What follows belongs to an exercise in optimizing a design on an open flow for small area and a short achievable clock period; a production flow would make more cautious choices.
Function was checked by simulation only, so behaviour that the tests miss may differ from the original.
No activity file was given, so power comes from the tool's default toggle rates.

==> flow/design.v <==
package backend_pkg;
    localparam int WORD_W = 16;
    localparam int REG_N  = 4;
    localparam int IMM_W  = 8;
    typedef logic [WORD_W-1:0]        word_t;
    typedef logic [$clog2(REG_N)-1:0] reg_idx_t;
    typedef enum logic [3:0] {
        ADD, SUB, AND, ORR, NOT, TCP, SHL, SHR,
        LHI, ADI, LWD, SWD, WWD, HLT
    } op_t;
    typedef struct packed {
        logic             valid;
        op_t              op;
        reg_idx_t         rs;
        reg_idx_t         rt;
        reg_idx_t         rd;
        logic [IMM_W-1:0] imm;
    } issue_t;
    typedef struct packed {
        word_t    alu_result;  
        word_t    r_data1;     
        word_t    r_data2;     
        reg_idx_t rd;
        logic     mem_read;
        logic     mem_write;
        logic     reg_write;
        logic     mem_to_reg;
        logic     is_wwd;
        logic     is_done;
    } ex_mem_t;
    typedef struct packed {
        word_t    wb_data;
        word_t    wwd_data;
        reg_idx_t rd;
        logic     reg_write;
        logic     is_wwd;
        logic     is_done;
    } mem_wb_t;
endpackage
module reg_file (
    input  logic                  clk,
    input  logic                  rst,
    input  backend_pkg::reg_idx_t rs,
    input  backend_pkg::reg_idx_t rt,
    output backend_pkg::word_t    rs_data,
    output backend_pkg::word_t    rt_data,
    input  logic                  wr_en,
    input  backend_pkg::reg_idx_t wr_idx,
    input  backend_pkg::word_t    wr_data
);
    backend_pkg::word_t regs [0:backend_pkg::REG_N-1];
    always_ff @(posedge clk) begin
        if (rst) begin
            for (int i = 0; i < backend_pkg::REG_N; i++) begin
                regs[i] <= '0;
            end
        end else if (wr_en) begin
            regs[wr_idx] <= wr_data;
        end
    end
    assign rs_data = regs[rs];
    assign rt_data = regs[rt];
endmodule
module exec_unit (
    input  logic [3:0]            op,
    input  logic [7:0]            imm,
    input  backend_pkg::word_t    rs_data,
    input  backend_pkg::word_t    rt_data,
    input  logic                  fwd_a,     
    input  logic                  fwd_b,     
    input  backend_pkg::word_t    fwd_data,
    output backend_pkg::word_t    op_b,
    output backend_pkg::word_t    sum,       
    output backend_pkg::word_t    result     
);
    function automatic backend_pkg::word_t carries(input backend_pkg::word_t g, input backend_pkg::word_t p);
        backend_pkg::word_t gg;
        backend_pkg::word_t pp;
        gg = g;
        pp = p;
        for (int d = 1; d < 16; d = d * 2) begin
            for (int i = 15; i >= d; i--) begin
                gg[i] = gg[i] | (pp[i] & gg[i-d]);
                pp[i] = pp[i] & pp[i-d];
            end
        end
        carries = {gg[14:0], 1'b0};
    endfunction
    backend_pkg::word_t op_a;
    backend_pkg::word_t imm_sext;
    backend_pkg::word_t x;
    backend_pkg::word_t y;
    logic is_add, is_sub, is_and, is_orr, is_not, is_tcp, is_shl, is_shr, is_lhi, is_imm;
    always_comb begin
        is_add = (op == 4'd0);
        is_sub = (op == 4'd1);
        is_and = (op == 4'd2);
        is_orr = (op == 4'd3);
        is_not = (op == 4'd4);
        is_tcp = (op == 4'd5);
        is_shl = (op == 4'd6);
        is_shr = (op == 4'd7);
        is_lhi = (op == 4'd8);
        is_imm = (op == 4'd9) || (op == 4'd10) || (op == 4'd11);  
    end
    assign op_a = fwd_a ? fwd_data : rs_data;
    assign op_b = fwd_b ? fwd_data : rt_data;
    assign imm_sext = {{8{imm[7]}}, imm};
    backend_pkg::word_t g;
    backend_pkg::word_t p;
    assign x = is_sub ? ~op_a : op_a;
    always_comb begin
        y = '0;
        if (is_add || is_sub) y = op_b;
        if (is_imm) y = imm_sext;
        if (is_tcp) y = 16'hffff;
    end
    assign p = x ^ y;
    assign g = ({16{is_add}} & op_a & op_b) | ({16{is_sub}} & ~op_a & op_b)
             | ({16{is_imm}} & op_a & imm_sext) | ({16{is_tcp}} & op_a);
    assign sum = p ^ carries(g, p) ^ {16{is_sub | is_tcp}};
    always_comb begin
        if (is_add || is_sub || is_tcp || is_imm) result = sum;
        else if (is_and) result = op_a & op_b;
        else if (is_orr) result = op_a | op_b;
        else if (is_not) result = ~op_a;
        else if (is_shl) result = {op_a[14:0], 1'b0};
        else if (is_shr) result = {op_a[15], op_a[15:1]};
        else if (is_lhi) result = {imm, 8'h00};
        else result = op_a;                       
    end
endmodule
module data_mem (
    input  logic        clk,
    input  logic [15:0] lo,
    input  logic [15:0] rhi,      
    input  logic [15:0] whi,      
    input  backend_pkg::word_t wr_data,
    output backend_pkg::word_t rd_data
);
    logic [255:0] rd_line;
    logic [255:0] wr_line;
    logic [256*backend_pkg::WORD_W-1:0] words;    
    mem_lines u_mem_lines (
        .lo      (lo),
        .rhi     (rhi),
        .whi     (whi),
        .rd_line (rd_line),
        .wr_line (wr_line)
    );
    always_ff @(posedge clk) begin
        for (int w = 0; w < 256; w++) begin
            if (wr_line[w]) begin
                words[backend_pkg::WORD_W*w +: backend_pkg::WORD_W] <= wr_data;
            end
        end
    end
    always_comb begin
        rd_data = '0;
        for (int w = 0; w < 256; w++) begin
            rd_data = rd_data | ({backend_pkg::WORD_W{rd_line[w]}} & words[backend_pkg::WORD_W*w +: backend_pkg::WORD_W]);
        end
    end
endmodule
module mem_lines (
    input  logic [15:0]  lo,
    input  logic [15:0]  rhi,
    input  logic [15:0]  whi,
    output logic [255:0] rd_line,
    output logic [255:0] wr_line
);
    for (genvar w = 0; w < 256; w++) begin : g_line
        assign rd_line[w] = lo[w % 16] & rhi[w / 16];
        assign wr_line[w] = lo[w % 16] & whi[w / 16];
    end
endmodule
module cpu_backend (
    input  logic               clk,
    input  logic               rst,
    input  logic               issue_valid,
    input  logic [3:0]         issue_op,
    input  logic [1:0]         issue_rs,
    input  logic [1:0]         issue_rt,
    input  logic [1:0]         issue_rd,
    input  logic [7:0]         issue_imm,
    input  logic               flush,
    output logic               wwd_valid,
    output backend_pkg::word_t wwd_data,
    output logic               done
);
    logic               ex_wr;       
    logic               ex_wwd;
    logic               ex_hlt;
    logic [1:0]         ex_rd;
    backend_pkg::word_t ex_res;      
    backend_pkg::word_t ex_b;        
    logic [15:0]        ex_lo;       
    logic [15:0]        ex_rhi;      
    logic [15:0]        ex_whi;      
    backend_pkg::word_t rs_data, rt_data, op_b, sum, result;
    backend_pkg::word_t mem_rd_data;
    backend_pkg::word_t mem_result;
    logic accept;
    logic is_ld, is_st, is_wr;
    assign accept = issue_valid & ~flush;
    assign is_ld  = (issue_op == 4'd10);
    assign is_st  = (issue_op == 4'd11);
    assign is_wr  = (issue_op <= 4'd10);
    assign mem_result = mem_rd_data | ex_res;
    reg_file u_reg_file (
        .clk     (clk),
        .rst     (rst),
        .rs      (issue_rs),
        .rt      (issue_rt),
        .rs_data (rs_data),
        .rt_data (rt_data),
        .wr_en   (ex_wr),
        .wr_idx  (ex_rd),
        .wr_data (mem_result)
    );
    exec_unit u_exec_unit (
        .op       (issue_op),
        .imm      (issue_imm),
        .rs_data  (rs_data),
        .rt_data  (rt_data),
        .fwd_a    (ex_wr && ex_rd == issue_rs),
        .fwd_b    (ex_wr && ex_rd == issue_rt),
        .fwd_data (mem_result),
        .op_b     (op_b),
        .sum      (sum),
        .result   (result)
    );
    function automatic logic [15:0] onehot4(input logic [3:0] v);
        onehot4 = 16'h0001 << v;
    endfunction
    always_ff @(posedge clk) begin
        if (rst) begin
            ex_wr    <= 1'b0;
            ex_wwd   <= 1'b0;
            ex_hlt   <= 1'b0;
            ex_whi   <= '0;
        end else begin
            ex_wr    <= accept & is_wr;
            ex_wwd   <= accept & (issue_op == 4'd12);
            ex_hlt   <= accept & (issue_op == 4'd13);
            ex_whi   <= (accept & is_st) ? onehot4(sum[7:4]) : 16'h0000;
        end
    end
    always_ff @(posedge clk) begin
        ex_rd    <= issue_rd;
        ex_res   <= is_ld ? '0 : result;
        ex_b     <= op_b;
        ex_lo    <= onehot4(sum[3:0]);
        ex_rhi   <= is_ld ? onehot4(sum[7:4]) : 16'h0000;
    end
    data_mem u_data_mem (
        .clk     (clk),
        .lo      (ex_lo),
        .rhi     (ex_rhi),
        .whi     (ex_whi),
        .wr_data (ex_b),
        .rd_data (mem_rd_data)
    );
    always_ff @(posedge clk) begin
        if (rst) begin
            wwd_valid <= 1'b0;
            done      <= 1'b0;
        end else begin
            wwd_valid <= ex_wwd;
            done      <= ex_hlt;
        end
    end
    always_ff @(posedge clk) begin
        wwd_data <= ex_res;    
    end
endmodule
module backend_top (
    input  logic        clk,
    input  logic        rst,           
    input  logic        issue_valid,
    input  logic [3:0]  issue_op,
    input  logic [1:0]  issue_rs,
    input  logic [1:0]  issue_rt,
    input  logic [1:0]  issue_rd,
    input  logic [7:0]  issue_imm,
    input  logic        flush,
    output logic        wwd_valid,
    output logic [15:0] wwd_data,
    output logic        done
);
    cpu_backend u_cpu_backend (
        .clk         (clk),
        .rst         (rst),
        .issue_valid (issue_valid),
        .issue_op    (issue_op),
        .issue_rs    (issue_rs),
        .issue_rt    (issue_rt),
        .issue_rd    (issue_rd),
        .issue_imm   (issue_imm),
        .flush       (flush),
        .wwd_valid   (wwd_valid),
        .wwd_data    (wwd_data),
        .done        (done)
    );
endmodule
make LEC_CHECK=0 CAP_MARGIN=30 CORE_MARGIN=2 CORE_UTILIZATION=50 SETUP_SLACK_MARGIN=3.5 SLEW_MARGIN=40 SYNTH_HIERARCHICAL=1 SYNTH_MEMORY_MAX_BITS=8192 SYNTH_MINIMUM_KEEP_SIZE=0 finish   # period 7.5 ns
run.sh (not shown) runs the stock make flow with config.mk's settings and CLKGATE_MAP_FILE= SYNTH_SCRIPT=/design/flow/synth_recipe.tcl, a recipe that flattens the netlist after the stock synthesis.
Then changed:
- CORE_UTILIZATION: 50 -> 40
Synthesized area is unchanged; hold slack improved by 0.0036 ns; critical path depth fell by 1; wire length rose by 1.7%; die area rises by 25%; via count came out higher by 0.43%; total power decreases by 0.63%; fmax goes down by 3.8%.

[separate check: timing with driven ports]
How much do the figures lean on ideal ports? The routed layouts below were timed once more, with nothing changed but the port constraints.
Step 1 sets driving cells, clkbuf_16 on the clock port and buf_2 on the other inputs (assumed; they add their load-dependent delay and slew).
Step 2 adds t to the input delays and takes it off the output delays; t is the mean of the earliest and latest rising clock arrival at the registers after step 1. Input paths then give back, and output paths get back, about the clock's delay inside the block.
Slacks: ideal ports / drivers / drivers and shift; pairs: ideal ports / drivers.
run	t (ns)	slack for setup (ns)	hold slack, ns	slew at the worst register clock pin (ns)	worst data-port slew with drivers (ns)
the first run	1.056	2.004 / 2.004 / 1.497	0.389 / 0.389 / 0.389	0.07 / 0.07	0.04
the second run	1.069	1.784 / 1.784 / 1.679	0.393 / 0.393 / 0.393	0.07 / 0.07	0.04
After both steps setup and hold are still met in every run listed. The setup slack of the first run, which loses most, moves by 0.000 ns with the drivers and by -0.507 ns with both steps.
